This is an optimization exercise on Yosys and OpenROAD, whose aim is small area and a short achievable clock period, not a production implementation.
At most, simulation tests tie the RTL to the original design; equivalence was not proved.
For run 1, only the layout was checked, not whether the RTL still works.

## flow/design.v (module list and top-level ports; edited modules follow where they fit)
// module fp_ones_below: 23 lines
// module fp_round: 32 lines
// module fp_sub: 54 lines
// module fp_mul_array: 1935 lines
// module fp_mul: 28 lines
// module fp_class: 32 lines
// module fp_module: 82 lines
module fp_module (
    input  logic                     i_clk,
    input  logic                     i_rst,
    input  fp_format_pkg::fp_word_t  i_data_r1,
    input  fp_format_pkg::fp_word_t  i_data_r2,
    input  logic [5-1:0]      i_alu_ctrl,
    output fp_format_pkg::fp_word_t  o_data,
    output logic                     o_invalid
);
  // ...
==> flow/flow/run.sh <==
#!/bin/bash
set -euo pipefail
export BUFFER_PORTS_ARGS="-buffer_cell sky130_fd_sc_hd__buf_1"
R=orfs/results/sky130hd/fp_module/base
bash standard.sh synth > standard_synth.log 2>&1
cp $R/1_2_yosys.v yosys_netlist_standard.v
python3 flow/fixpol.py yosys_netlist_standard.v $R/1_2_yosys.v > fixpol.log 2>&1
rm -f $R/1_synth.odb $R/1_synth.sdc
bash standard.sh finish > standard_flow.log 2>&1
==> flow/flow/fixpol.py <==
#!/usr/bin/env python3
"""Remove inverters around full-adder cells in a flat sky130 netlist.

A full adder is self-dual: FA(~a,~b,~c) = (~sum, ~cout). Every inverter is
folded into the polarity of the net it drives, each full adder is then
flipped or not so that as few nets as possible are needed in complemented
form, and one inverter is put back for each net that still is.

usage: fixpol.py IN.v OUT.v
"""
import re, sys

src_text = open(sys.argv[1]).read()

inst_re = re.compile(r'^(\s*)(sky130_fd_sc_hd__\w+)\s+(\S+)\s*\((.*?)\);\n', re.S | re.M)
pin_re = re.compile(r'\.(\w+)\(\s*(.*?)\s*\)(?=\s*[,)]|\s*$)', re.S)

OUT_PINS = {'X', 'Y', 'SUM', 'COUT', 'Q', 'Q_N', 'HI', 'LO'}
def is_inv(t):
    return re.fullmatch(r'sky130_fd_sc_hd__(clk)?inv_\d+', t) is not None
XOR_PAIR = {}
for w in ('2',):
    for d in ('1', '2', '4'):
        XOR_PAIR[f'sky130_fd_sc_hd__xor{w}_{d}'] = f'sky130_fd_sc_hd__xnor{w}_{d}'
        XOR_PAIR[f'sky130_fd_sc_hd__xnor{w}_{d}'] = f'sky130_fd_sc_hd__xor{w}_{d}'
def is_xor(t):
    return t in XOR_PAIR
def is_fa(t):
    return re.fullmatch(r'sky130_fd_sc_hd__fa_\d+', t) is not None

cells = []   # dicts: type, name, pins (list of [pin, net])
pieces = []  # text pieces and cell indices in order
pos = 0
for m in inst_re.finditer(src_text):
    pieces.append(src_text[pos:m.start()])
    body = m.group(4)
    pins = [[p, n.strip()] for p, n in re.findall(r'\.(\w+)\(([^()]*)\)', body)]
    cells.append({'indent': m.group(1), 'type': m.group(2), 'name': m.group(3), 'pins': pins})
    pieces.append(len(cells) - 1)
    pos = m.end()
pieces.append(src_text[pos:])

driver = {}
for i, c in enumerate(cells):
    for p, n in c['pins']:
        if p in OUT_PINS:
            driver[n] = (i, p)

# canonical (source net, complemented) of each net, folding inverter chains
canon_cache = {}
def canon(n):
    if n in canon_cache:
        return canon_cache[n]
    d = driver.get(n)
    if d is not None and is_inv(cells[d[0]]['type']):
        a = [x for p, x in cells[d[0]]['pins'] if p == 'A'][0]
        s, pol = canon(a)
        r = (s, pol ^ 1)
    else:
        r = (n, 0)
    canon_cache[n] = r
    return r

port_nets = set()
hdr = re.findall(r'^\s*(?:output)\s+(?:\[[^\]]*\]\s*)?(\S+);', src_text, re.M)
for h in hdr:
    port_nets.add(h)

fa_ids = [i for i, c in enumerate(cells) if is_fa(c['type'])]
inv_ids = set(i for i, c in enumerate(cells) if is_inv(c['type']))
fa_index = {i: k for k, i in enumerate(fa_ids)}

# consumers: list of (cell index, pin index, source, pol)
consumers = []
for i, c in enumerate(cells):
    if i in inv_ids:
        continue
    for k, (p, n) in enumerate(c['pins']):
        if p in OUT_PINS:
            continue
        s, pol = canon(n)
        consumers.append((i, k, s, pol))

# inverter outputs that are also ports or feed non-cell uses: keep them simple by
# treating any port net driven by an inverter as a consumer of its source
port_consumers = []
for n in port_nets:
    d = driver.get(n)
    if d is not None and d[0] in inv_ids:
        s, pol = canon(n)
        port_consumers.append((n, s, pol))

flip = {i: 0 for i in fa_ids}
def src_flip(s):
    d = driver.get(s)
    if d is not None and d[0] in flip:
        return flip[d[0]]
    return 0

by_src = {}
for ci, (i, k, s, pol) in enumerate(consumers):
    by_src.setdefault(s, []).append(ci)
for (n, s, pol) in port_consumers:
    by_src.setdefault(s, []).append(('port', n, pol))

def need_inv(s):
    f = src_flip(s)
    for ci in by_src.get(s, []):
        if isinstance(ci, tuple):
            if ci[2] ^ f:
                return True
            continue
        i, k, _, pol = consumers[ci]
        if is_xor(cells[i]['type']):
            continue
        cf = flip.get(i, 0)
        if pol ^ cf ^ f:
            return True
    return False

fa_srcs = {}
for i in fa_ids:
    ss = set()
    for p, n in cells[i]['pins']:
        if p in OUT_PINS:
            ss.add(n)
        else:
            ss.add(canon(n)[0])
    fa_srcs[i] = ss

def local_cost(i):
    return sum(need_inv(s) for s in fa_srcs[i])

before = sum(need_inv(s) for s in by_src)
for it in range(20):
    changed = 0
    for i in fa_ids:
        c0 = local_cost(i)
        flip[i] ^= 1
        c1 = local_cost(i)
        if c1 < c0:
            changed += 1
        else:
            flip[i] ^= 1
    if not changed:
        break
after_srcs = [s for s in by_src if need_inv(s)]

def esc(n):
    return n + ' ' if n.startswith('\\') else n

# rewrite
newinv = {}
extra_wires = []
extra_cells = []
def comp_net(s):
    if s not in newinv:
        n = f'_fixpol_n{len(newinv)}_'
        newinv[s] = n
        extra_wires.append(n)
        extra_cells.append(f'  sky130_fd_sc_hd__inv_1 _fixpol_i{len(newinv)}_ (\n    .A({esc(s)}),\n    .Y({n})\n  );\n')
    return newinv[s]

ntoggle = 0
for (i, k, s, pol) in consumers:
    f = src_flip(s) ^ flip.get(i, 0) ^ pol
    if f and is_xor(cells[i]['type']):
        # an XOR absorbs a complemented input by becoming an XNOR, and back
        cells[i]['type'] = XOR_PAIR[cells[i]['type']]
        # xor cells drive X, xnor cells drive Y
        for pn in cells[i]['pins']:
            if pn[0] in ('X', 'Y'):
                pn[0] = 'Y' if 'xnor' in cells[i]['type'] else 'X'
        ntoggle += 1
        cells[i]['pins'][k][1] = s
        continue
    cells[i]['pins'][k][1] = comp_net(s) if f else s
# port nets driven by inverters: drive them with an assign-free buffer via inverter
port_fix = []
for (n, s, pol) in port_consumers:
    f = src_flip(s) ^ pol
    port_fix.append((n, s, f))

out = []
for pc in pieces:
    if isinstance(pc, str):
        out.append(pc)
        continue
    i = pc
    c = cells[i]
    if i in inv_ids:
        continue
    pins = ',\n'.join(f'    .{p}({esc(n)})' for p, n in c['pins'])
    out.append(f"{c['indent']}{c['type']} {c['name']} (\n{pins}\n  );\n")
text = ''.join(out)
add = ''.join(f'  wire {w};\n' for w in extra_wires)
add_cells = ''.join(extra_cells)
for (n, s, f) in port_fix:
    if f:
        add_cells += f'  sky130_fd_sc_hd__inv_1 _fixpol_p{len(add_cells)}_ (\n    .A({s}),\n    .Y({n})\n  );\n'
    else:
        add_cells += f'  sky130_fd_sc_hd__buf_1 _fixpol_p{len(add_cells)}_ (\n    .A({s}),\n    .X({n})\n  );\n'
idx = text.rfind('endmodule')
text = text[:idx] + add + add_cells + text[idx:]
open(sys.argv[2], 'w').write(text)
print(f'xor/xnor swaps {ntoggle}; inverters: {len(inv_ids)} before, {len(newinv)} after; flipped {sum(flip.values())} of {len(fa_ids)} full adders; needed {before} -> {len(after_srcs)}', file=sys.stderr)
==> flow/standard.sh <==
#!/bin/bash
# synth_recipe.tcl (not shown) runs the flow's synth.tcl, then flattens the netlist and writes it again
# the make line also repeats each setting of config.mk as NAME=value (left out here)
make -C /OpenROAD-flow-scripts/flow DESIGN_CONFIG=/design/flow/config.mk WORK_HOME=/design/flow/orfs CLKGATE_MAP_FILE= SYNTH_SCRIPT=/design/flow/synth_recipe.tcl "${@:-finish}"
==> flow/config.mk <==
export PLATFORM = sky130hd
export DESIGN_NAME = fp_module
export DESIGN_NICKNAME = fp_module
export VERILOG_FILES = /design/flow/design.v
export SDC_FILE = /design/flow/constraint.sdc
export NUM_CORES = 4
export LEC_CHECK = 0
export ABC_AREA = 1
export CAP_MARGIN = 20
export CORE_MARGIN = 2
export CORE_UTILIZATION = 40
export SETUP_SLACK_MARGIN = 4.5
export SLEW_MARGIN = 20
==> flow/constraint.sdc <==
create_clock -name core_clock -period 17.0 [get_ports {i_clk}]
set_input_delay 3.4000 -clock core_clock [delete_from_list [all_inputs] [get_ports {i_clk}]]
set_output_delay 3.4000 -clock core_clock [all_outputs]
set_load 0.01 [all_outputs]
==> impl_metrics.tcl, run 1 <==
set metrics [dict create \
    coreArea_um2 60400 \
    multi_input_area_um2 21700 \
    worst_hold_slack_ps 3540 \
    wl_met3_um 7550 \
    min_path_type "primary input to register" \
    synthCells 3554 \
    avgSynthCellArea_um2 6.86 \
    drc_errors 0 \
    multi_input_gates 2866 \
    critPathLaunchType "primary input" \
    path_depth 41 \
    hp-start "i_data_r1[22]" \
    syn2layout_area_growth_pct 9.69 \
    insertedDiodeCount 0 \
    fin_area_um2 26800 \
    rsz0062_at_grt "false" \
    crit_path_end_kind "register" \
    finalSetupTns_ps 0 \
    drt-met1-wl_um 38900 \
    setup_slack_ps 5060 \
    fmax_mhz 83.8 \
    cp_max_fo 32 \
    grtUsageTotal_pct 29.4 \
    grtUsageMet1_pct 38.3 \
    fp.dieW_um 251 \
    largest_reg_flops 32 \
    cts_buffers 5 \
    synth_area_um2 24400 \
    cts_sinks 33 \
    antenna_found_initial 1 \
    cts_tree "yes" \
    dp_slack_ps 2810 \
    status "timing/DRC/antenna clean" \
    nets 4094 \
]
==> module fp_ones_below, before the edit <==
module fp_ones_below #(
    parameter int W = 24
) (
    input  logic [W-2:0] i_bits,
    output logic [W-1:0] o_ones
);
    localparam int L = $clog2(W);
    logic [W-1:0] lv [0:L];
    assign lv[0] = {i_bits, 1'b1};
    genvar l, i;
    generate
        for (l = 0; l < L; l++) begin : g_lv
            for (i = 0; i < W; i++) begin : g_bit
                if (((i >> l) & 1) == 1) begin : g_and
                    assign lv[l+1][i] = lv[l][i] & lv[l][((i >> l) << l) - 1];
                end else begin : g_pass
                    assign lv[l+1][i] = lv[l][i];
                end
            end
        end
    endgenerate
    assign o_ones = lv[L];
endmodule
==> module fp_round, before the edit <==
module fp_round (
    input  logic        i_norm_sign,
    input  logic [9:0]  i_norm_exp,
    input  logic [26:0] i_norm_sig,
    input  logic        i_norm_zero,
    output logic [31:0] o_result,
    output logic        o_range_invalid
);
    logic [22:0] frac;
    logic        round_up;
    logic [23:0] frac_inc;
    logic [23:0] ones_below;
    logic        carry;
    logic        ovf;
    logic        unf;
    logic        normal;
    logic [7:0]  exp_out;
    logic [7:0]  exp_p1;
    assign frac     = i_norm_sig[25:3];
    assign round_up = i_norm_sig[2] & (i_norm_sig[1] | i_norm_sig[0] | frac[0]);
    fp_ones_below #(.W(24)) u_ones (.i_bits(frac), .o_ones(ones_below));
    assign frac_inc = {1'b0, frac} ^ ({24{round_up}} & ones_below);
    assign carry    = round_up & ones_below[23];
    assign ovf    = ~i_norm_zero & ~i_norm_exp[9] & (i_norm_exp[8] | (&i_norm_exp[7:0]));
    assign unf    = ~i_norm_zero & (i_norm_exp[9] | (i_norm_exp[8:0] == 9'd0));
    assign normal = ~i_norm_zero & ~ovf & ~unf;
    assign exp_p1  = i_norm_exp[7:0] + 8'd1;
    assign exp_out = carry ? exp_p1 : i_norm_exp[7:0];
    assign o_result = normal ? {i_norm_sign, exp_out, frac_inc[22:0]} :
                      ovf    ? {i_norm_sign, 8'hff, 23'd0} : 32'd0;
    assign o_range_invalid = ovf | unf | (normal & carry & (i_norm_exp[7:0] == 8'd254));
endmodule
==> inputs of run 2 (changes only) <==
--- a/flow/design.v
+++ b/flow/design.v
@@ -15,12 +15,12 @@
     typedef logic [32-1:0] fp_class_t;
 endpackage
 module fp_ones_below #(
-    parameter int W = 24
+    parameter int W = 24,
+    parameter int L = 5      
 ) (
     input  logic [W-2:0] i_bits,
     output logic [W-1:0] o_ones
 );
-    localparam int L = $clog2(W);
     logic [W-1:0] lv [0:L];
     assign lv[0] = {i_bits, 1'b1};
     genvar l, i;
@@ -57,7 +57,7 @@
     logic [7:0]  exp_p1;
     assign frac     = i_norm_sig[25:3];
     assign round_up = i_norm_sig[2] & (i_norm_sig[1] | i_norm_sig[0] | frac[0]);
-    fp_ones_below #(.W(24)) u_ones (.i_bits(frac), .o_ones(ones_below));
+    fp_ones_below #(.W(24), .L(5)) u_ones (.i_bits(frac), .o_ones(ones_below));
     assign frac_inc = {1'b0, frac} ^ ({24{round_up}} & ones_below);
     assign carry    = round_up & ones_below[23];
     assign ovf    = ~i_norm_zero & ~i_norm_exp[9] & (i_norm_exp[8] | (&i_norm_exp[7:0]));
--- a/flow/config.mk
+++ b/flow/config.mk
@@ -9,5 +9,5 @@
 export CAP_MARGIN = 20
 export CORE_MARGIN = 2
 export CORE_UTILIZATION = 40
-export SETUP_SLACK_MARGIN = 4.5
+export SETUP_SLACK_MARGIN = 5
 export SLEW_MARGIN = 20
==> run 2 against run 1 <==
  * Still clean on timing, DRC and antenna
  * Final cell count increased by 1.2%
  * Sequential cell count is the same
  * Global-route usage up 0.27 points
==> impl_metrics.tcl, run 2 <==
set metrics [dict create \
    status "timing/DRC/antenna clean" \
    synthesis.nets 4051 \
    clk_pin_slew_worst_paths_ps 50 \
    dp_slack_ps 2810 \
    largest_reg_flops 32 \
    multi_input_area_um2 22000 \
    rsz0062_at_grt "false" \
    hp-start "i_data_r1[22]" \
    min_path_type "primary input to register" \
    finalSetupTns_ps 0 \
    final_cell_mix "nand2_1, inv_1, xor2_1, o22ai_1, nand3_1" \
    rows 90 \
    seqCellArea_um2 661 \
    wl_per_cell_um 21.9 \
    cts_buffers 5 \
    syn2layout_area_growth_pct 13.0 \
    critPathLaunchType "primary input" \
    cts_hold_buf 0 \
    cp_common_cell "nand2_1" \
    crit_start "i_data_r1[30]" \
    synth_area_um2 24400 \
    synthCells 3554 \
    yosysWarnings 6 \
    grt_pass1_vias 24900 \
    drt_pass1_iterations 8 \
    start_util_pct 40.4 \
    coreArea_um2 60400 \
    finalSetupViolCount 0 \
    cp.required_ps 17140 \
    avgSynthCellArea_um2 6.86 \
    drt-total-wl_um 97100 \
    cts_max_level 2 \
    holdPathEnd "o_data[9]" \
    drtIter0Drc 2532 \
    dieHeight_um 251 \
    worstMarginPinSlew_ps 1020 \
    cts_sinks 33 \
    drive_gt1_share_pct 12.9 \
    min_period_over_period_pct 68.0 \
    fp.dieW_um 251 \
    min_path_cells 4 \
    hold_viol_final 0 \
    crit_type "primary input to register" \
    viasPerCell 5.83 \
    drv_cap 0 \
    portBuffers 103 \
    drc_errors 0 \
    insertedDiodeCount 0 \
    gp_congestion 0.948 \
    ioPinCount 104 \
    num_vias 25900 \
    antenna_found_initial 0 \
    mostFrequentLayoutCell "nand2_1" \
    dp_hpwl_um 70400 \
    grtUsageTotal_pct 29.7 \
    nets 4147 \
    largestRegisters "o_data: 32 flops, o_invalid: 1 flops" \
    crit_path_end_kind "register" \
    overflow 0 \
    fp.dieArea_um2 63000 \
    cpPeakStageDelay_ps 440 \
    cts_tree "yes" \
    cts_buffer_depth 2 \
    fillers 6324 \
    largest-register "o_data" \
    worstPathArrival_ps 11700 \
    slowest_stage "fa_2" \
    setup_slack_ps 5440 \
    cts_root_buffer "clkbuf_16" \
    fmax_mhz 86.5 \
    slew_headroom_pct 31.3 \
    grt_pass1_wl_um 146000 \
    grt_max_degree 46 \
    cp_max_fo 14 \
    final.min_clock_period_ps 11560 \
    drv_slew 0 \
    ant_nets 0 \
]
run 2: metal layers:
metal,share of wire (%),global-route usage [%],up-vias
met5,0,0,-
met4,4.9,11.6,0
met3,8.5,4.33,299
met2,46,50.0,1306
met1,40,38.3,12300
li1,-,-,12000
run 2: per-stage QoR:
stage	instance area (um^2)	instances	hold slack [ps]	util, %
after floorplan	24400	3554	3510	-
after global placement	25500	4306	3790	42.2
after detailed placement	25500	4306	3790	42.2
after CTS	26400	4356	3540	43.7
after global routing	27600	4433	3550	45.7
final	27600	4433	3540	45.7
run 2: cell type report:
class | instances | share of cell area, %
Inverter | 453 | 6.39
Clock inverter | 3 | 0.0635
Tap cell | 782 | 3.55
Timing Repair inverter | 8 | 0.172
Timing Repair Buffer | 281 | 7.14
Clock buffer | 5 | 0.454
Sequential cell | 33 | 2.40
Multi-Input combinational cell | 2868 | 79.8
run 2: critical path, delay by kind of cell:
kind                     cells  cell delay [ps]
XOR/XNOR                     1              160
AO/OA/AOI/OAI               13             2600
AND/OR/NAND/NOR             28             3130
adder cells (fa/ha/maj)      5             1320
buffers and inverters        7             1010
run 2: repair_timing:
action | in CTS | in global routing
gates resized for setup | 113 | 157
gates cloned | 13 | 10
pin swaps | 12 | 56
setup endpoints to repair | 33 | 33
buffers inserted | 29 | 67
run 2: worst max path at each step:
stage / slack, ps / end / cells past startpoint
6_report: 5440 / o_data[31] / 54
5_1_grt: 4800 / o_data[31] / 64
4_1_cts: 5020 / o_data[22] / 66
3_5_place_dp: 2810 / o_data[31] / 58
3_3_place_gp: 2950 / o_data[27] / 55
2_1_floorplan: 5120 / o_data[15] / 60
==> inputs of run 3 (changes only) <==
--- a/flow/config.mk
+++ b/flow/config.mk
@@ -9,5 +9,5 @@
 export CAP_MARGIN = 20
 export CORE_MARGIN = 2
 export CORE_UTILIZATION = 40
-export SETUP_SLACK_MARGIN = 5
+export SETUP_SLACK_MARGIN = 4.75
 export SLEW_MARGIN = 20
==> run 3 against run 2 <==
  * Utilization fell by 0.77 points
  * Cell area shrank 1.7%
  * Via count shrank 0.82%
  * Largest cell class unchanged
  * Highest routed layer unchanged
==> impl_metrics.tcl, run 3 <==
set metrics [dict create \
    drt-met1-wl_um 39300 \
    drtIter0Drc 2623 \
    antenna_found_initial 0 \
    dieHeight_um 251 \
    min_period_over_period_pct 69.2 \
    grt_max_degree 46 \
    clk_pin_slew_worst_paths_ps 60 \
    rows 90 \
    synthesis.nets 4051 \
    wl_met3_um 7420 \
    fmax_mhz 85.0 \
    overflow 0 \
    holdPathEnd "o_data[9]" \
    num_vias 25600 \
    cts_root_buffer "clkbuf_16" \
    rsz0062_at_grt "false" \
    final_cell_mix "nand2_1, inv_1, xor2_1, o22ai_1, nand3_1" \
    syn2layout_area_growth_pct 11.1 \
    finalSetupViolCount 0 \
    min_path_type "primary input to register" \
    cp_max_fo 32 \
    status "timing/DRC/antenna clean" \
    viasPerCell 5.83 \
    nets 4117 \
    drc_errors 0 \
    cts_max_level 2 \
    coreArea_um2 60400 \
    hp-start "i_data_r1[22]" \
    fp.dieArea_um2 63000 \
    cpPeakStageDelay_ps 600 \
    drv_cap 0 \
    ioPinCount 104 \
    synth_area_um2 24400 \
    avgSynthCellArea_um2 6.86 \
    wl_per_cell_um 21.7 \
    grt_pass1_wl_um 146000 \
    synthCells 3554 \
    ant_nets 0 \
    drv_slew 0 \
    finish.utilization_pct 44.9 \
    min_path_cells 4 \
    drt-total-wl_um 95700 \
    crit_path_end_kind "register" \
    cts_hold_buf 0 \
    dp_hpwl_um 70400 \
    cts_tree "yes" \
    drt_pass1_iterations 7 \
    wl_met2_um 44400 \
    grt_pass1_vias 24700 \
    cp.required_ps 17210 \
    grtUsageTotal_pct 29.5 \
    fp.dieW_um 251 \
    drive_gt1_share_pct 11.0 \
    yosysWarnings 6 \
    insertedDiodeCount 0 \
    worstMarginPinSlew_ps 1010 \
    worstPathArrival_ps 11970 \
    crit_type "primary input to register" \
    crit_start "i_data_r2[24]" \
    finalSetupTns_ps 0 \
    largest-register "o_data" \
    cts_buffers 5 \
    critPathLaunchType "primary input" \
    cts_buffer_depth 2 \
    gp_congestion 0.948 \
    mostFrequentLayoutCell "nand2_1" \
    start_util_pct 40.4 \
    slew_headroom_pct 32.2 \
    portBuffers 103 \
    final.min_clock_period_ps 11770 \
    largest_reg_flops 32 \
    routed.top_layer "met4" \
    largestRegisters "o_data: 32 flops, o_invalid: 1 flops" \
    hold_viol_final 0 \
    cp_common_cell "fa_1" \
    slowest_stage "fa_1" \
    cts_sinks 33 \
]
==> run 3: critical path, delay by kind of cell <==
family,cells,cell delay (ps)
adder cells (fa/ha/maj),6,3070
AO/OA/AOI/OAI,11,1750
AND/OR/NAND/NOR,12,1700
buffers and inverters,11,1560
XOR/XNOR,2,440
==> run 3: how the worst max path moves through the flow <==
stage                     cells after the start          to
final                                        42  o_data[20]
after CTS                                    45  o_data[22]
after global routing                         67  o_data[22]
after global placement                       55  o_data[27]
after floorplan                              60  o_data[15]
after detailed placement                     58  o_data[31]
==> run 3: cell type report <==
type / count / area, um^2
sequential: 33 / 661
inverter: 453 / 1750
clock buffer: 5 / 125
tap: 782 / 978
timing repair inverter: 6 / 37.5
fill: 6350 / 33300
clock inverter: 3 / 17.5
timing repair buffer: 254 / 1690
multi-input combinational: 2867 / 21800
==> run 3: through the flow <==
stage	worst slack [ps]	cell area, um^2	hold slack, ps	std cells
finish	5230	27100	3530	4403
CTS	4760	26200	3540	4349
detailed placement	2810	25500	3790	4306
global placement	2950	25500	3790	4306
global route	4630	27100	3550	4403
floorplan	5120	24400	3510	3554
==> run 3: timing repair <==
action                     in CTS  in global routing
gates resized for setup        74                131
buffers inserted               24                 47
setup endpoints to repair      33                 33
cloned                         11                  7
pin swaps                       4                 27
==> run 3: routing by layer <==
layer	GRT usage, %	up-vias
met1	38.6	12200
li1	-	11900
met2	49.5	1241
met5	0	-
met4	11.8	0
met3	3.70	259
==> inputs of run 4 (changes only) <==
--- a/flow/config.mk
+++ b/flow/config.mk
@@ -9,5 +9,5 @@
 export CAP_MARGIN = 20
 export CORE_MARGIN = 2
 export CORE_UTILIZATION = 40
-export SETUP_SLACK_MARGIN = 4.75
+export SETUP_SLACK_MARGIN = 4.5
 export SLEW_MARGIN = 20
==> run 4 against run 3 <==
  * Fmax down 1.4%
  * Synthesized cell count unchanged
  * Non-clock buffer count down 22
  * Clock-buffer cell count unchanged
  * Largest cell class unchanged
==> impl_metrics.tcl, run 4 <==
set metrics [dict create \
    cp.required_ps 17140 \
    crit_buf_inv 10 \
    crit_start "i_data_r2[24]" \
    cts_root_buffer "clkbuf_16" \
    worstPathArrival_ps 12080 \
    worstMarginPinSlew_ps 1030 \
    finalSetupViolCount 0 \
    cts_buffer_depth 2 \
    cp_common_cell "fa_1" \
    min_path_cells 4 \
    cts_hold_buf 0 \
    final_cell_mix "nand2_1, inv_1, xor2_1, o22ai_1, nand3_1" \
    portBuffers 103 \
    nets 4094 \
    dp_hpwl_um 70400 \
    min_period_over_period_pct 70.2 \
    cts_buffers 5 \
    fmax_mhz 83.8 \
    antenna_found_initial 1 \
    synth_area_um2 24400 \
    min_path_type "primary input to register" \
    yosysWarnings 6 \
    worst_hold_slack_ps 3540 \
    crit_path_end_kind "register" \
    synthesis.nets 4051 \
    coreArea_um2 60400 \
    slowest_stage "fa_1" \
    largest_reg_flops 32 \
    overflow 0 \
    largestRegisters "o_data: 32 flops, o_invalid: 1 flops" \
    wl_per_cell_um 21.7 \
    cts_tree "yes" \
    finalSetupTns_ps 0 \
    place_area_um2 25500 \
    syn2layout_area_growth_pct 9.69 \
    mostFrequentLayoutCell "nand2_1" \
    cpPeakStageDelay_ps 540 \
    ant_nets 0 \
    start_util_pct 40.4 \
    gp_congestion 0.948 \
    drtIter0Drc 2709 \
    insertedDiodeCount 0 \
    drt_pass1_iterations 6 \
    grtUsageTotal_pct 29.4 \
    grt_pass1_wl_um 145000 \
    cp_max_fo 32 \
    drc_errors 0 \
    rows 90 \
    grt_pass1_vias 24600 \
    drt-total-wl_um 95000 \
    cpLargestDelayFamily "adder cells" \
    synthCells 3554 \
    rsz0062_at_grt "false" \
    critPathLaunchType "primary input" \
    final.min_clock_period_ps 11940 \
    cts_max_level 2 \
    drv_cap 0 \
    drv_slew 0 \
    largest-register "o_data" \
    status "timing/DRC/antenna clean" \
    path_depth 41 \
    avgSynthCellArea_um2 6.86 \
    fin_area_um2 26800 \
    drive_gt1_share_pct 9.81 \
    crit_type "primary input to register" \
    fp.dieArea_um2 63000 \
    grt_max_degree 46 \
    hp-start "i_data_r1[22]" \
    holdPathEnd "o_data[9]" \
    ioPinCount 104 \
    clk_pin_slew_worst_paths_ps 50 \
    fp.dieW_um 251 \
    slew_headroom_pct 31.0 \
    viasPerCell 5.81 \
    dieHeight_um 251 \
    hold_viol_final 0 \
    num_vias 25400 \
    cts_sinks 33 \
]
## run 4: through the flow
stage	utilization [%]	worst slack, ps	std cells
after global routing	44.3	4450	4380
after CTS	43.0	4510	4335
after floorplan	-	5120	3554
after detailed placement	42.2	2810	4306
final	44.3	5060	4380
after global placement	42.2	2950	4306
## run 4: routing by layer
layer	share of wire (%)	vias to the layer above	routed length, um	global-route usage (%)
met4	4.8	0	4570	12.0
met3	7.9	271	7550	3.86
li1	-	11900	-	-
met2	46	1232	44000	49.2
met5	0	-	0	0
met1	41	12100	38900	38.3
## run 4: timing repair
| action | in CTS | in global routing |
|---|---|---|
| endpoints found under the setup margin | 33 | 33 |
| gates cloned | 9 | 8 |
| pin swaps | 4 | 18 |
| resized for setup | 44 | 111 |
| setup buffers | 12 | 37 |
## run 4: cell type report
| cell class | instances | area, um^2 |
|---|---|---|
| fillers | 6390 | 33600 |
| multi-input cells | 2866 | 21700 |
| inverters | 453 | 1750 |
| repair buffers | 232 | 1460 |
| well taps | 782 | 978 |
| flip-flops and latches | 33 | 661 |
| clock buffers | 5 | 125 |
| repair inverters | 6 | 37.5 |
| clock inverters | 3 | 17.5 |
## run 4: how the worst max path moves through the flow
stage / end
CTS: o_data[22]
global route: o_data[31]
detailed placement: o_data[31]
global placement: o_data[27]
finish: o_data[31]
floorplan: o_data[15]
## run 4: tightest hold or removal path, cell delays in order
cell and delay (ps):
buf_1 70, buf_4 160, nand2_1 70, a21oi_1 60
==> inputs of run 5 (changes only) <==
--- a/flow/config.mk
+++ b/flow/config.mk
@@ -6,8 +6,9 @@
 export NUM_CORES = 4
 export LEC_CHECK = 0
 export ABC_AREA = 1
-export CAP_MARGIN = 20
+export CAP_MARGIN = 0
 export CORE_MARGIN = 2
 export CORE_UTILIZATION = 40
-export SETUP_SLACK_MARGIN = 4.5
-export SLEW_MARGIN = 20
+export PLACE_DENSITY = 0.7
+export SETUP_SLACK_MARGIN = 5
+export SLEW_MARGIN = 0
==> run 5 against run 4 <==
  * Critical endpoint is now o_data[24]
  * Hold slack worse by 1.2 ps
  * Fmax increased by 2.6%
  * Final cell count grew 1.1%
  * Critical path type unchanged
  * Utilization grew 1.3 points
  * Still clean on timing, DRC and antenna
  * Synthesized area did not move
  * Sequential share of layout area fell by 0.071 points
  * Cell area grew 3.0%
  * Non-clock buffer count rose by 42
  * Clock-buffer cell count unchanged
==> impl_metrics.tcl, run 5 <==
set metrics [dict create \
    status "timing/DRC/antenna clean" \
    final.min_clock_period_ps 11630 \
    overflow 0 \
    crit_path_end_kind "register" \
    drtIter0Drc 3210 \
    clk_pin_slew_worst_paths_ps 50 \
    ioPinCount 104 \
    mostFrequentLayoutCell "nand2_1" \
    fmax_mhz 86.0 \
    multi_input_area_um2 22000 \
    nets 4139 \
    gp_congestion 0.998 \
    antenna_found_initial 3 \
    cts_buffer_depth 2 \
    synthCells 3554 \
    finalSetupTns_ps 0 \
    largest-register "o_data" \
    drc_errors 0 \
    cts_buffers 5 \
    cp.required_ps 17210 \
    min_path_type "primary input to register" \
    largest_reg_flops 32 \
    cts_sinks 33 \
    drv_slew 0 \
    worstMarginPinSlew_ps 1400 \
    cts_hold_buf 0 \
    largestRegisters "o_data: 32 flops, o_invalid: 1 flops" \
    min_path_cells 4 \
    crit_type "primary input to register" \
    cp_common_cell "nand2_1" \
    min_period_over_period_pct 68.4 \
    drt_pass1_iterations 6 \
    num_vias 26300 \
    grtUsageTotal_pct 29.2 \
    setup_slack_ps 5370 \
    dieHeight_um 251 \
    start_util_pct 40.4 \
    fp.dieW_um 251 \
    grt_pass1_vias 25200 \
    synthesis.nets 4051 \
    slowest_stage "fa_1" \
    grt_pass1_wl_um 145000 \
    drt-total-wl_um 94500 \
    fillers 6172 \
    cts_root_buffer "clkbuf_16" \
    cpPeakStageDelay_ps 590 \
    cts_max_level 2 \
    yosysWarnings 6 \
    grt_max_degree 46 \
    synth_area_um2 24400 \
    portBuffers 103 \
    fp.dieArea_um2 63000 \
    dp_hpwl_um 70300 \
    drive_gt1_share_pct 12.7 \
    avgSynthCellArea_um2 6.86 \
    rsz0062_at_grt "true" \
    final_cell_mix "nand2_1, inv_1, xor2_1, o22ai_1, nand3_1" \
    rows 90 \
    coreArea_um2 60400 \
    cp_max_fo 32 \
    finalSetupViolCount 0 \
    worstPathArrival_ps 11840 \
    cts_tree "yes" \
    syn2layout_area_growth_pct 13.0 \
    drv_cap 0 \
    critPathLaunchType "primary input" \
    wl_per_cell_um 21.3 \
    dp_slack_ps 2630 \
    slew_headroom_pct 6.06 \
    hold_viol_final 0 \
    finish.utilization_pct 45.6 \
    viasPerCell 5.94 \
    ant_nets 0 \
    seqCellArea_um2 661 \
]
run 5: stage by stage:
step,hold slack (ps),instances,area (um^2)
global placement,3780,4300,25400
floorplan,3510,3554,24400
CTS,3540,4343,26300
global route,3560,4427,27600
finish,3540,4428,27600
detailed placement,3790,4300,25400
run 5: timing repair:
item / CTS / global route
setup endpoints to repair: 33 / 33
buffers inserted: 23 / 70
gates cloned: 12 / 12
gates resized for setup: 110 / 165
pin swaps: 11 / 46
run 5: critical path: cells and delay by family:
kind | cells | cell delay [ps]
compound gates | 11 | 1670
simple gates | 12 | 1820
buf+inv | 11 | 1660
fa+ha+maj | 6 | 2860
xor+xnor | 2 | 390
run 5: final timing paths:
check     startpoint         end  slack, ps
max    i_data_r2[24]  o_data[24]       5370
min    i_alu_ctrl[2]  o_data[14]       3540
run 5: final cells by class:
class                      count  area share, %
multi-input combinational   2867           80.0
timing repair buffer         274           6.94
inverter                     453           6.38
tap                          782           3.55
sequential                    33           2.40
clock buffer                   5          0.454
timing repair inverter         8          0.182
clock inverter                 3         0.0636
antenna                        3         0.0272
run 5: routing by layer:
metal | wire, um | global-route usage, % | vias to the layer above
li1 | - | - | 12000
met1 | 36200 | 37.5 | 12300
met2 | 41600 | 47.2 | 1604
met3 | 10200 | 4.97 | 407
met4 | 6460 | 14.9 | 0
met5 | 0 | 0 | -
==> inputs of run 6 (changes only) <==
--- a/flow/config.mk
+++ b/flow/config.mk
@@ -8,7 +8,6 @@
 export ABC_AREA = 1
 export CAP_MARGIN = 0
 export CORE_MARGIN = 2
-export CORE_UTILIZATION = 40
-export PLACE_DENSITY = 0.7
+export CORE_UTILIZATION = 50
 export SETUP_SLACK_MARGIN = 5
 export SLEW_MARGIN = 0
==> run 6 against run 5 <==
  * Sequential share of layout area is essentially flat
  * Cell area decreased by 0.54%
  * Hold slack improved by 18 ps
  * Critical path depth fell by 1
  * Utilization up 12 points
  * Final cell count shrank 3.9%
  * Non-clock buffer count is 3 lower
  * Wire length rose by 4.5%
  * Clock-buffer cell count up 1
  * Largest cell class unchanged
==> impl_metrics.tcl, run 6 <==
set metrics [dict create \
    status "timing/DRC/antenna clean" \
    largestRegisters "o_data: 32 flops, o_invalid: 1 flops" \
    cts_hold_buf 0 \
    wl_per_cell_um 23.2 \
    synthesis.nets 4051 \
    cts_buffer_depth 2 \
    cp.required_ps 17200 \
    drtIter0Drc 2813 \
    portBuffers 103 \
    avgSynthCellArea_um2 6.86 \
    viasPerCell 6.17 \
    yosysWarnings 6 \
    gp_congestion 0.946 \
    final.min_clock_period_ps 11680 \
    min_period_over_period_pct 68.7 \
    place_inst 4129 \
    antenna_found_initial 3 \
    insertedDiodeCount 0 \
    overflow 0 \
    ioPinCount 104 \
    synthCells 3554 \
    start_util_pct 50.9 \
    slowest_stage "fa_1" \
    fp.dieArea_um2 50600 \
    coreArea_um2 47900 \
    rows 80 \
    dieHeight_um 225 \
    crit_path_end_kind "register" \
    cpPeakStageDelay_ps 540 \
    finalSetupTns_ps 0 \
    hold_viol_final 0 \
    cts_max_level 2 \
    mostFrequentLayoutCell "nand2_1" \
    rsz0062_at_grt "false" \
    grt_pass1_vias 25900 \
    final_cells 4257 \
    largest-register "o_data" \
    worstMarginPinSlew_ps 1070 \
    drv_slew 0 \
    ant_nets 0 \
    final_cell_mix "nand2_1, inv_1, xor2_1, o22ai_1, nand3_1" \
    cp_max_fo 33 \
    grt_max_degree 46 \
    slew_headroom_pct 28.5 \
    crit_buf_inv 9 \
    cts_sinks 33 \
    cts_buffers 5 \
    worstPathArrival_ps 11880 \
    cp_common_cell "fa_1" \
    syn2layout_area_growth_pct 12.3 \
    synth_area_um2 24400 \
    largest_reg_flops 32 \
    clk_pin_slew_worst_paths_ps 60 \
    critPathLaunchType "primary input" \
    crit_type "primary input to register" \
    cts_tree "yes" \
    cpLargestDelayFamily "adder cells" \
    fmax_mhz 85.6 \
    drive_gt1_share_pct 12.5 \
    nets 4138 \
    setup_slack_ps 5320 \
    grt_pass1_wl_um 149000 \
    drv_cap 0 \
    grtUsageTotal_pct 38.1 \
    fp.dieW_um 225 \
    drt_pass1_iterations 9 \
    min_path_type "primary input to register" \
    dp_slack_ps 2840 \
    finalSetupViolCount 0 \
    drc_errors 0 \
    num_vias 26300 \
    dp_hpwl_um 72900 \
    drt-total-wl_um 98800 \
    cts_root_buffer "clkbuf_16" \
]
==> run 6: final timing paths <==
kind                          start         end  slack [ps]  cells past startpoint
worst max-delay path  i_data_r2[28]  o_data[14]        5320                     41
worst min-delay path  i_data_r1[22]   o_data[9]        3560                      4
==> run 6: layer usage <==
layer / wire length, um / global-route usage (%) / share of wire, % / vias to the layer above
li1: - / - / - / 12000
met1: 37600 / 46.3 / 38 / 12400
met5: 41 / 0 / 0.042 / -
met4: 7000 / 22.5 / 7.1 / 6
met2: 45400 / 63.2 / 46 / 1456
met3: 8720 / 6.62 / 8.8 / 409
==> run 6: final cells by class <==
class                   count  area (um^2)
multi-input cells        2867        22100
fillers                  4723        20500
repair buffers            271         1900
inverters                 453         1770
well taps                 615          769
flip-flops and latches     33          661
clock buffers               6          139
repair inverters           10         62.6
clock inverters             2         37.5
==> run 6: repair_timing <==
action	CTS	global route
setup endpoints to repair	33	33
pin swaps	9	46
setup buffers	37	59
resized for setup	118	149
cloned	16	8
==> run 6: tightest hold or removal path, stage by stage <==
cell and delay, ps:
buf_1 70, buf_4 180, nand2_1 80, a21oi_1 50
==> run 6: metrics by stage <==
stage,utilization [%],hold WS [ps],instance area (um^2)
floorplan,-,3510,24400
global placement,52.5,3790,25200
detailed placement,52.5,3790,25200
CTS,54.7,3550,26200
global route,57.2,3570,27400
finish,57.2,3560,27400
==> inputs of run 7 (changes only) <==
--- a/flow/config.mk
+++ b/flow/config.mk
@@ -8,6 +8,6 @@
 export ABC_AREA = 1
 export CAP_MARGIN = 0
 export CORE_MARGIN = 2
-export CORE_UTILIZATION = 50
+export CORE_UTILIZATION = 40
 export SETUP_SLACK_MARGIN = 5
 export SLEW_MARGIN = 0
==> run 7 against run 6 <==
  * Clock-buffer cell count rose by 1
  * Via count fell by 2.2%
  * Die area rose by 25%
  * Synthesized cell count did not move
  * Global-route usage fell by 8.4 points
  * Wire length fell by 2.4%
  * Hold slack got worse by 17 ps
  * Cell area rose by 0.10%
  * Critical path depth rose by 19
  * Still clean on timing, DRC and antenna
  * Synthesized area did not move
  * Sequential share of layout area barely moved
  * Non-clock buffer count fell by 4
==> impl_metrics.tcl, run 7 <==
set metrics [dict create \
    rsz0062_at_grt "false" \
    finalSetupViolCount 0 \
    cts_buffer_depth 2 \
    syn2layout_area_growth_pct 12.5 \
    finalSetupTns_ps 0 \
    final_cells 4417 \
    cp.required_ps 17210 \
    crit_path_end_kind "register" \
    routed.top_layer "met5" \
    grt_pass1_vias 25000 \
    drtIter0Drc 2712 \
    min_path_cells 4 \
    slowest_stage "a2111oi_2" \
    viasPerCell 5.82 \
    grt_max_degree 46 \
    start_util_pct 40.4 \
    worstMarginPinSlew_ps 1420 \
    cts_hold_buf 0 \
    gp_congestion 0.948 \
    cts_max_level 2 \
    nets 4131 \
    crit_buf_inv 9 \
    drt_pass1_iterations 6 \
    hold_viol_final 0 \
    critPathLaunchType "primary input" \
    insertedDiodeCount 0 \
    cts_buffers 5 \
    place_inst 4306 \
    drt-total-wl_um 96400 \
    cp_max_fo 14 \
    antenna_found_initial 1 \
    wl_met3_um 8400 \
    yosysWarnings 6 \
    coreArea_um2 60400 \
    worstPathArrival_ps 11720 \
    crit_start "i_data_r2[13]" \
    avgSynthCellArea_um2 6.86 \
    cts_tree "yes" \
    cp_common_cell "nand2_1" \
    grt_pass1_wl_um 146000 \
    drv_cap 0 \
    mostFrequentLayoutCell "nand2_1" \
    grtUsageTotal_pct 29.7 \
    drv_slew 0 \
    dieHeight_um 251 \
    path_depth 60 \
    cpPeakStageDelay_ps 350 \
    cts_sinks 33 \
    cpLargestDelayFamily "simple AND/OR/NAND/NOR gates" \
    wl_per_cell_um 21.8 \
    worst_hold_slack_ps 3540 \
    final.min_clock_period_ps 11500 \
    min_period_over_period_pct 67.7 \
    drive_gt1_share_pct 12.2 \
    cts_root_buffer "clkbuf_16" \
    hp-start "i_data_r1[22]" \
    overflow 0 \
    fp.dieArea_um2 63000 \
    largest-register "o_data" \
    fmax_mhz 86.9 \
    holdPathEnd "o_data[9]" \
    fp.dieW_um 251 \
    largest_reg_flops 32 \
    num_vias 25700 \
    wl_met2_um 44200 \
    slew_headroom_pct 4.13 \
    clk_pin_slew_worst_paths_ps 50 \
    drt-met1-wl_um 38700 \
    ioPinCount 104 \
    min_path_type "primary input to register" \
    dp_hpwl_um 70300 \
    ant_nets 0 \
    status "timing/DRC/antenna clean" \
    largestRegisters "o_data: 32 flops, o_invalid: 1 flops" \
    fillers 6279 \
    portBuffers 103 \
    synth_area_um2 24400 \
    final_cell_mix "nand2_1, inv_1, xor2_1, o22ai_1, nand3_1" \
    synthesis.nets 4051 \
    drc_errors 0 \
    crit_type "primary input to register" \
    synthCells 3554 \
    rows 90 \
]
==> run 7: what timing repair did <==
action,4_1_cts,5_1_grt
setup buffers,35,47
resized for setup,108,139
pin swaps,11,42
gates cloned,12,9
endpoints found under the setup margin,33,33
==> run 7: worst max-delay path by stage <==
stage                             to  slack [ps]
after detailed placement  o_data[26]        2870
after floorplan           o_data[15]        5120
final                     o_data[16]        5500
after CTS                 o_data[22]        5010
after global routing       o_data[5]        4900
after global placement    o_data[27]        2950
==> run 7: per-stage QoR <==
step	util [%]	cell area [um^2]	worst slack, ps
floorplan	-	24400	5120
global placement	42.2	25500	2950
detailed placement	42.2	25500	2870
CTS	43.8	26400	5010
global route	45.4	27400	4900
finish	45.4	27400	5500
==> run 7: layer usage <==
layer  track usage [%]  vias to the layer above
met3              5.02                      284
met1              37.8                    12200
li1                  -                    12000
met4              12.5                        2
met5                 0                        -
met2              49.7                     1279
==> run 7: cell type report <==
type / instances / area, um^2 / share of cell area [%]
inverter: 453 / 1760 / 6.41
clock inverter: 1 / 30.0 / 0.109
sequential: 33 / 661 / 2.41
timing repair inverter: 7 / 45.0 / 0.164
timing repair buffer: 267 / 1830 / 6.69
tap: 782 / 978 / 3.57
clock buffer: 7 / 143 / 0.520
multi-input combinational: 2867 / 22000 / 80.1
==> inputs of run 8 (changes only) <==
--- a/flow/flow/run.sh
+++ b/flow/flow/run.sh
@@ -1,5 +1,6 @@
 #!/bin/bash
 set -euo pipefail
+export SKIP_GATE_CLONING=1
 export BUFFER_PORTS_ARGS="-buffer_cell sky130_fd_sc_hd__buf_1"
 R=orfs/results/sky130hd/fp_module/base
 bash standard.sh synth > standard_synth.log 2>&1
==> run 8 against run 7 <==
  * Via count is 0.25% higher
  * First-iteration DRC count is 3.7% lower
  * Setup slack worse by 14 ps
  * Critical endpoint is now o_data[18]
  * Largest cell class unchanged
  * Non-clock buffer count is 13 higher
  * Final cell count hardly changed
  * Wire length is 0.61% lower
  * Sequential share of layout area hardly changed
  * Critical path type unchanged
  * Highest routed layer unchanged
==> impl_metrics.tcl, run 8 <==
set metrics [dict create \
    status "timing/DRC/antenna clean" \
    cts_tree "yes" \
    ioPinCount 104 \
    coreArea_um2 60400 \
    mostFrequentLayoutCell "nand2_1" \
    gp_congestion 0.948 \
    avgSynthCellArea_um2 6.86 \
    crit_path_end_kind "register" \
    slowest_stage "a2111oi_2" \
    antenna_found_initial 1 \
    cts_sinks 33 \
    portBuffers 103 \
    grt_max_degree 46 \
    drc_errors 0 \
    start_util_pct 40.4 \
    largestRegisters "o_data: 32 flops, o_invalid: 1 flops" \
    clk_pin_slew_worst_paths_ps 50 \
    overflow 0 \
    slew_headroom_pct 7.40 \
    nets 4127 \
    drtIter0Drc 2611 \
    drv_slew 0 \
    min_path_type "primary input to register" \
    cts_root_buffer "clkbuf_16" \
    final_cell_mix "nand2_1, inv_1, xor2_1, o22ai_1, nand3_1" \
    final.min_clock_period_ps 11520 \
    drt-total-wl_um 95900 \
    drive_gt1_share_pct 11.8 \
    synthesis.nets 4051 \
    crit_type "primary input to register" \
    critPathLaunchType "primary input" \
    viasPerCell 5.84 \
    synth_area_um2 24400 \
    syn2layout_area_growth_pct 12.0 \
    drv_cap 0 \
    min_period_over_period_pct 67.7 \
    worstPathArrival_ps 11730 \
    rows 90 \
    grt_pass1_wl_um 145000 \
    cts_max_level 2 \
    ant_nets 0 \
    fp.dieW_um 251 \
    insertedDiodeCount 0 \
    grtUsageTotal_pct 29.5 \
    fp.dieArea_um2 63000 \
    dieHeight_um 251 \
    drt_pass1_iterations 6 \
    hold_viol_final 0 \
    worstMarginPinSlew_ps 1380 \
    cp_max_fo 15 \
    wl_per_cell_um 21.7 \
    cpPeakStageDelay_ps 350 \
    num_vias 25800 \
    cts_hold_buf 0 \
    cp.required_ps 17210 \
    cp_common_cell "nand2_1" \
    cts_buffer_depth 2 \
    largest-register "o_data" \
    rsz0062_at_grt "false" \
    fmax_mhz 86.8 \
    dp_hpwl_um 70300 \
    synthCells 3554 \
    yosysWarnings 6 \
    setup_slack_ps 5480 \
    largest_reg_flops 32 \
    finalSetupTns_ps 0 \
    grt_pass1_vias 25000 \
    dp_slack_ps 2870 \
    finalSetupViolCount 0 \
    cts_buffers 5 \
]
## run 8: through the flow
step | instance area [um^2] | hold slack [ps] | util (%) | std cells
2_1_floorplan | 24400 | 3510 | - | 3554
3_3_place_gp | 25500 | 3790 | 42.2 | 4306
3_5_place_dp | 25500 | 3790 | 42.2 | 4306
4_1_cts | 26400 | 3540 | 43.7 | 4353
5_1_grt | 27300 | 3540 | 45.2 | 4413
6_report | 27300 | 3540 | 45.2 | 4413
## run 8: path summary, 6_finish.rpt
check	start	to	slack, ps	cells past startpoint
hold / removal	i_data_r1[22]	o_data[9]	3540	4
setup / recovery	i_data_r1[27]	o_data[18]	5480	58
## run 8: critical path, delay by kind of cell
kind	cells	cell delay (ps)
AO/OA/AOI/OAI	15	2480
XOR/XNOR	1	190
adder cells (fa/ha/maj)	4	960
buffers and inverters	10	1420
AND/OR/NAND/NOR	28	3230
## run 8: layout make-up
class,count,area (um^2)
fillers,6271,33000
multi-input cells,2857,21800
repair buffers,280,1990
inverters,453,1750
well taps,782,978
flip-flops and latches,33,661
clock buffers,7,143
clock inverters,1,30.0
## run 8: timing repair
item | in CTS | in global routing
setup endpoints to repair | 33 | 33
gates resized for setup | 101 | 120
pin swaps | 10 | 43
buffers inserted | 39 | 60
## run 8: metal layers
metal,vias to the layer above,GRT usage [%],wire length [um]
met4,2,12.7,5190
met3,288,4.47,8000
met2,1289,49.5,44200
li1,11900,-,-
met1,12200,37.7,38400
met5,-,0,13
==> inputs of run 9 (changes only) <==
--- a/flow/flow/run.sh
+++ b/flow/flow/run.sh
@@ -1,6 +1,5 @@
 #!/bin/bash
 set -euo pipefail
-export SKIP_GATE_CLONING=1
 export BUFFER_PORTS_ARGS="-buffer_cell sky130_fd_sc_hd__buf_1"
 R=orfs/results/sky130hd/fp_module/base
 bash standard.sh synth > standard_synth.log 2>&1
--- a/flow/config.mk
+++ b/flow/config.mk
@@ -11,3 +11,4 @@
 export CORE_UTILIZATION = 40
 export SETUP_SLACK_MARGIN = 5
 export SLEW_MARGIN = 0
+export TNS_END_PERCENT = 20
==> run 9 against run 8 <==
  * Global-route usage is 0.17 points higher
  * Largest cell class unchanged
  * Still clean on timing, DRC and antenna
  * Sequential share of layout area hardly changed
  * Wire length is 0.57% higher
  * Hold slack worse by 3.0 ps
==> impl_metrics.tcl, run 9 <==
set metrics [dict create \
    status "timing/DRC/antenna clean" \
    fillers 6285 \
    critPathLaunchType "primary input" \
    gp_congestion 0.948 \
    viasPerCell 5.84 \
    drv_slew 0 \
    syn2layout_area_growth_pct 12.3 \
    largestRegisters "o_data: 32 flops, o_invalid: 1 flops" \
    dieHeight_um 251 \
    rows 90 \
    clk_pin_slew_worst_paths_ps 50 \
    worstPathArrival_ps 11730 \
    min_path_type "primary input to register" \
    synth_area_um2 24400 \
    slowest_stage "ha_1" \
    cts_root_buffer "clkbuf_16" \
    cp.required_ps 17220 \
    ioPinCount 104 \
    hold_viol_final 0 \
    antenna_found_initial 1 \
    ant_nets 0 \
    cts_buffer_depth 2 \
    wl_per_cell_um 21.8 \
    start_util_pct 40.4 \
    fmax_mhz 86.9 \
    largest_reg_flops 32 \
    drv_cap 0 \
    dp_hpwl_um 70300 \
    cts_hold_buf 0 \
    drt_pass1_iterations 6 \
    fp.dieW_um 251 \
    finalSetupTns_ps 0 \
    grt_max_degree 46 \
    cts_buffers 5 \
    mostFrequentLayoutCell "nand2_1" \
    min_path_cells 4 \
    cpPeakStageDelay_ps 360 \
    synthCells 3554 \
    num_vias 25800 \
    slew_headroom_pct 5.86 \
    worstMarginPinSlew_ps 1400 \
    finalSetupViolCount 0 \
    cts_max_level 2 \
    cts_tree "yes" \
    crit_type "primary input to register" \
    overflow 0 \
    drtIter0Drc 2661 \
    holdPathEnd "o_data[9]" \
    final.min_clock_period_ps 11510 \
    grt_pass1_wl_um 146000 \
    crit_path_end_kind "register" \
    multi_input_area_um2 22000 \
    drt-total-wl_um 96400 \
    drive_gt1_share_pct 12.1 \
    cts_sinks 33 \
    yosysWarnings 6 \
    min_period_over_period_pct 67.7 \
    seqCellArea_um2 661 \
    nets 4128 \
    hp-start "i_data_r1[22]" \
    finish.utilization_pct 45.4 \
    synthesis.nets 4051 \
    fp.dieArea_um2 63000 \
    grtUsageTotal_pct 29.7 \
    avgSynthCellArea_um2 6.86 \
    largest-register "o_data" \
    rsz0062_at_grt "false" \
    drc_errors 0 \
    final_cell_mix "nand2_1, inv_1, xor2_1, o22ai_1, nand3_1" \
    grt_pass1_vias 25000 \
    cp_max_fo 14 \
    portBuffers 103 \
    coreArea_um2 60400 \
]
==> run 9: timing repair <==
action / in CTS / in global routing
resized for setup: 102 / 144
cloned: 12 / 9
setup endpoints to repair: 33 / 33
pin swaps: 9 / 41
setup buffers: 33 / 46
==> run 9: worst max-delay path by stage <==
stage | start | endpoint | slack (ps)
2_1_floorplan | i_data_r2[21] | o_data[15] | 5120
3_3_place_gp | i_data_r2[3] | o_data[27] | 2950
3_5_place_dp | i_data_r2[3] | o_data[26] | 2870
4_1_cts | i_data_r1[26] | o_data[22] | 4960
5_1_grt | i_data_r2[13] | o_data[23] | 4870
6_report | i_data_r2[13] | o_data[16] | 5490
==> run 9: worst max-delay path: cells and delay by family <==
family	cells	cell delay, ps
xor+xnor	2	370
simple gates	32	3190
compound gates	15	2370
fa+ha+maj	3	960
buf+inv	10	1400
==> run 9: layer usage <==
layer | share of wire [%] | vias up | global-route usage (%)
met5 | 0.013 | - | 0
met2 | 46 | 1326 | 49.7
met1 | 40 | 12200 | 37.9
met3 | 8.9 | 278 | 4.90
li1 | - | 12000 | -
met4 | 5.3 | 2 | 12.4
==> run 9: per-stage QoR <==
step	setup WS (ps)	hold slack (ps)	cells	area, um^2
finish	5490	3540	4415	27400
global route	4870	3540	4414	27400
CTS	4960	3540	4359	26400
detailed placement	2870	3790	4306	25500
floorplan	5120	3510	3554	24400
global placement	2950	3790	4306	25500
==> run 9: area by class of cell <==
class | count | area share [%]
diodes | 1 | 0.00913
repair inverters | 7 | 0.164
flip-flops and latches | 33 | 2.41
multi-input cells | 2867 | 80.2
clock inverters | 1 | 0.110
inverters | 453 | 6.41
well taps | 782 | 3.57
clock buffers | 7 | 0.520
repair buffers | 264 | 6.62
==> inputs of run 10 (changes only) <==
--- a/flow/flow/run.sh
+++ b/flow/flow/run.sh
@@ -1,6 +1,6 @@
 #!/bin/bash
 set -euo pipefail
-export BUFFER_PORTS_ARGS="-buffer_cell sky130_fd_sc_hd__buf_1"
+export BUFFER_PORTS_ARGS="-buffer_cell sky130_fd_sc_hd__buf_2"
 R=orfs/results/sky130hd/fp_module/base
 bash standard.sh synth > standard_synth.log 2>&1
 cp $R/1_2_yosys.v yosys_netlist_standard.v
--- a/flow/config.mk
+++ b/flow/config.mk
@@ -11,4 +11,3 @@
 export CORE_UTILIZATION = 40
 export SETUP_SLACK_MARGIN = 5
 export SLEW_MARGIN = 0
-export TNS_END_PERCENT = 20
==> run 10 against run 9 <==
  * Still clean on timing, DRC and antenna
  * Cell area up 0.41%
  * Non-clock buffer count down 9
  * Clock-buffer cell count down 1
  * Synthesized area unchanged
  * Final cell count down 0.16%
  * First-iteration DRC count about the same
  * Wire length down 0.79%
  * Highest routed layer unchanged
==> impl_metrics.tcl, run 10 <==
set metrics [dict create \
    status "timing/DRC/antenna clean" \
    crit_type "primary input to register" \
    largestRegisters "o_data: 32 flops, o_invalid: 1 flops" \
    mostFrequentLayoutCell "nand2_1" \
    worst_hold_slack_ps 3470 \
    nets 4121 \
    drt-total-wl_um 95600 \
    crit_path_end_kind "register" \
    rows 90 \
    critPathLaunchType "primary input" \
    cts_buffers 5 \
    worstMarginPinSlew_ps 1340 \
    fillers 6211 \
    drt_pass1_iterations 6 \
    yosysWarnings 6 \
    dieHeight_um 251 \
    drive_gt1_share_pct 14.2 \
    crit_buf_inv 9 \
    synthCells 3554 \
    start_util_pct 40.4 \
    cpLargestDelayFamily "simple AND/OR/NAND/NOR gates" \
    drc_errors 0 \
    multi_input_area_um2 22100 \
    cp_max_fo 14 \
    cpPeakStageDelay_ps 560 \
    drv_slew 0 \
    clk_pin_slew_worst_paths_ps 60 \
    num_vias 25700 \
    largest-register "o_data" \
    min_period_over_period_pct 68.1 \
    rsz0062_at_grt "false" \
    syn2layout_area_growth_pct 12.8 \
    gp_congestion 0.937 \
    cp.required_ps 17200 \
    grtUsageTotal_pct 29.5 \
    overflow 0 \
    cts_max_level 2 \
    dp_hpwl_um 70700 \
    portBuffers 103 \
    grt_pass1_vias 25100 \
    wl_per_cell_um 21.7 \
    largest_reg_flops 32 \
    cts_root_buffer "clkbuf_16" \
    fmax_mhz 86.3 \
    coreArea_um2 60400 \
    fp.dieArea_um2 63000 \
    slew_headroom_pct 9.83 \
    slowest_stage "fa_2" \
    grt_pass1_wl_um 146000 \
    drv_cap 0 \
    finalSetupTns_ps 0 \
    viasPerCell 5.84 \
    final_cell_mix "nand2_1, inv_1, xor2_1, o22ai_1, nand3_1" \
    finalSetupViolCount 0 \
    antenna_found_initial 3 \
    avgSynthCellArea_um2 6.86 \
    synth_area_um2 24400 \
    ioPinCount 104 \
    worstPathArrival_ps 11790 \
    cts_tree "yes" \
    cp_common_cell "nand2_1" \
    grt_max_degree 46 \
    min_path_type "primary input to register" \
    cts_buffer_depth 2 \
    fp.dieW_um 251 \
    ant_nets 0 \
    hold_viol_final 0 \
    final.min_clock_period_ps 11590 \
    drtIter0Drc 2660 \
    seqCellArea_um2 661 \
    cts_sinks 33 \
    synthesis.nets 4051 \
]
## run 10: cell type report
| cell class | instances | share of cell area, % |
|---|---|---|
| tap | 782 | 3.56 |
| timing repair buffer | 255 | 6.75 |
| timing repair inverter | 6 | 0.136 |
| inverter | 453 | 6.41 |
| multi-input combinational | 2870 | 80.2 |
| clock inverter | 2 | 0.0364 |
| sequential | 33 | 2.40 |
| antenna | 1 | 0.00909 |
| clock buffer | 6 | 0.468 |
## run 10: worst paths after layout
kind	start	endpoint	slack [ps]	cells after the start
hold / removal	i_rst	o_data[5]	3470	2
setup / recovery	i_data_r1[26]	o_data[12]	5410	58
## run 10: routing by layer
metal	GRT usage, %	part of all wire, %	up-vias	wire length (um)
met2	49.2	46	1231	44300
met5	0	0.023	-	22
met1	38.3	41	12300	38900
li1	-	-	11900	-
met4	12.5	5.0	4	4750
met3	3.97	8.0	286	7660
## run 10: what timing repair did
action,CTS,global route
pin swaps,6,47
setup endpoints to repair,33,33
gates resized for setup,95,142
gates cloned,12,11
setup buffers,26,58
hold buffers,0,0
## run 10: through the flow
stage | instance area [um^2] | utilization, % | setup WS, ps | instances
final | 27500 | 45.6 | 5410 | 4408
after detailed placement | 25500 | 42.2 | 2570 | 4292
after global routing | 27500 | 45.6 | 4870 | 4407
after global placement | 25500 | 42.2 | 2560 | 4292
after CTS | 26300 | 43.6 | 5000 | 4338
after floorplan | 24400 | - | 5120 | 3554

==> re-timing with driven ports <==
How much do the figures lean on ideal ports? The routed layouts below were timed once more, with nothing changed but the port constraints. Step 1 sets driving cells, clkbuf_16 on the clock port and buf_2 on the other inputs (assumed; they add their load-dependent delay and slew). Step 2 also shifts input and output timing later by t, the mid clock arrival at the registers, as if the neighbouring blocks saw the same clock. a / b / c = no drivers / after step 1 / after step 2; a / b = the first two.
| run | t (ns) | slack for setup (ns) | worst hold slack (ns) | worst data-port slew with drivers (ns) | cell pins on the clock port's net |
|---|---|---|---|---|---|
| run 1 | 0.310 | 5.065 / 5.039 / 4.729 | 3.541 / 3.531 / 3.811 | 0.15 | 1 |
| run 2 | 0.312 | 5.441 / 5.326 / 5.014 | 3.540 / 3.528 / 3.810 | 0.16 | 1 |
| run 3 | 0.312 | 5.235 / 5.151 / 4.839 | 3.535 / 3.523 / 3.810 | 0.16 | 1 |
| run 4 | 0.310 | 5.065 / 5.039 / 4.729 | 3.541 / 3.531 / 3.811 | 0.15 | 1 |
| run 5 | 0.305 | 5.366 / 5.313 / 5.008 | 3.540 / 3.527 / 3.816 | 0.15 | 1 |
| run 6 | 0.315 | 5.316 / 5.326 / 5.011 | 3.558 / 3.547 / 3.804 | 0.06 | 1 |
| run 7 | 0.308 | 5.497 / 5.408 / 5.100 | 3.541 / 3.527 / 3.805 | 0.15 | 1 |
| run 8 | 0.307 | 5.483 / 5.380 / 5.073 | 3.543 / 3.531 / 3.805 | 0.16 | 1 |
| run 9 | 0.308 | 5.487 / 5.390 / 5.082 | 3.540 / 3.527 / 3.804 | 0.15 | 1 |
| run 10 | 0.309 | 5.415 / 5.288 / 4.979 | 3.473 / 3.465 / 3.774 | 0.15 | 1 |
After both steps every run listed still meets setup and hold. The setup slack of run 10, which loses most, moves by -0.127 ns with the drivers and by -0.436 ns with both steps.
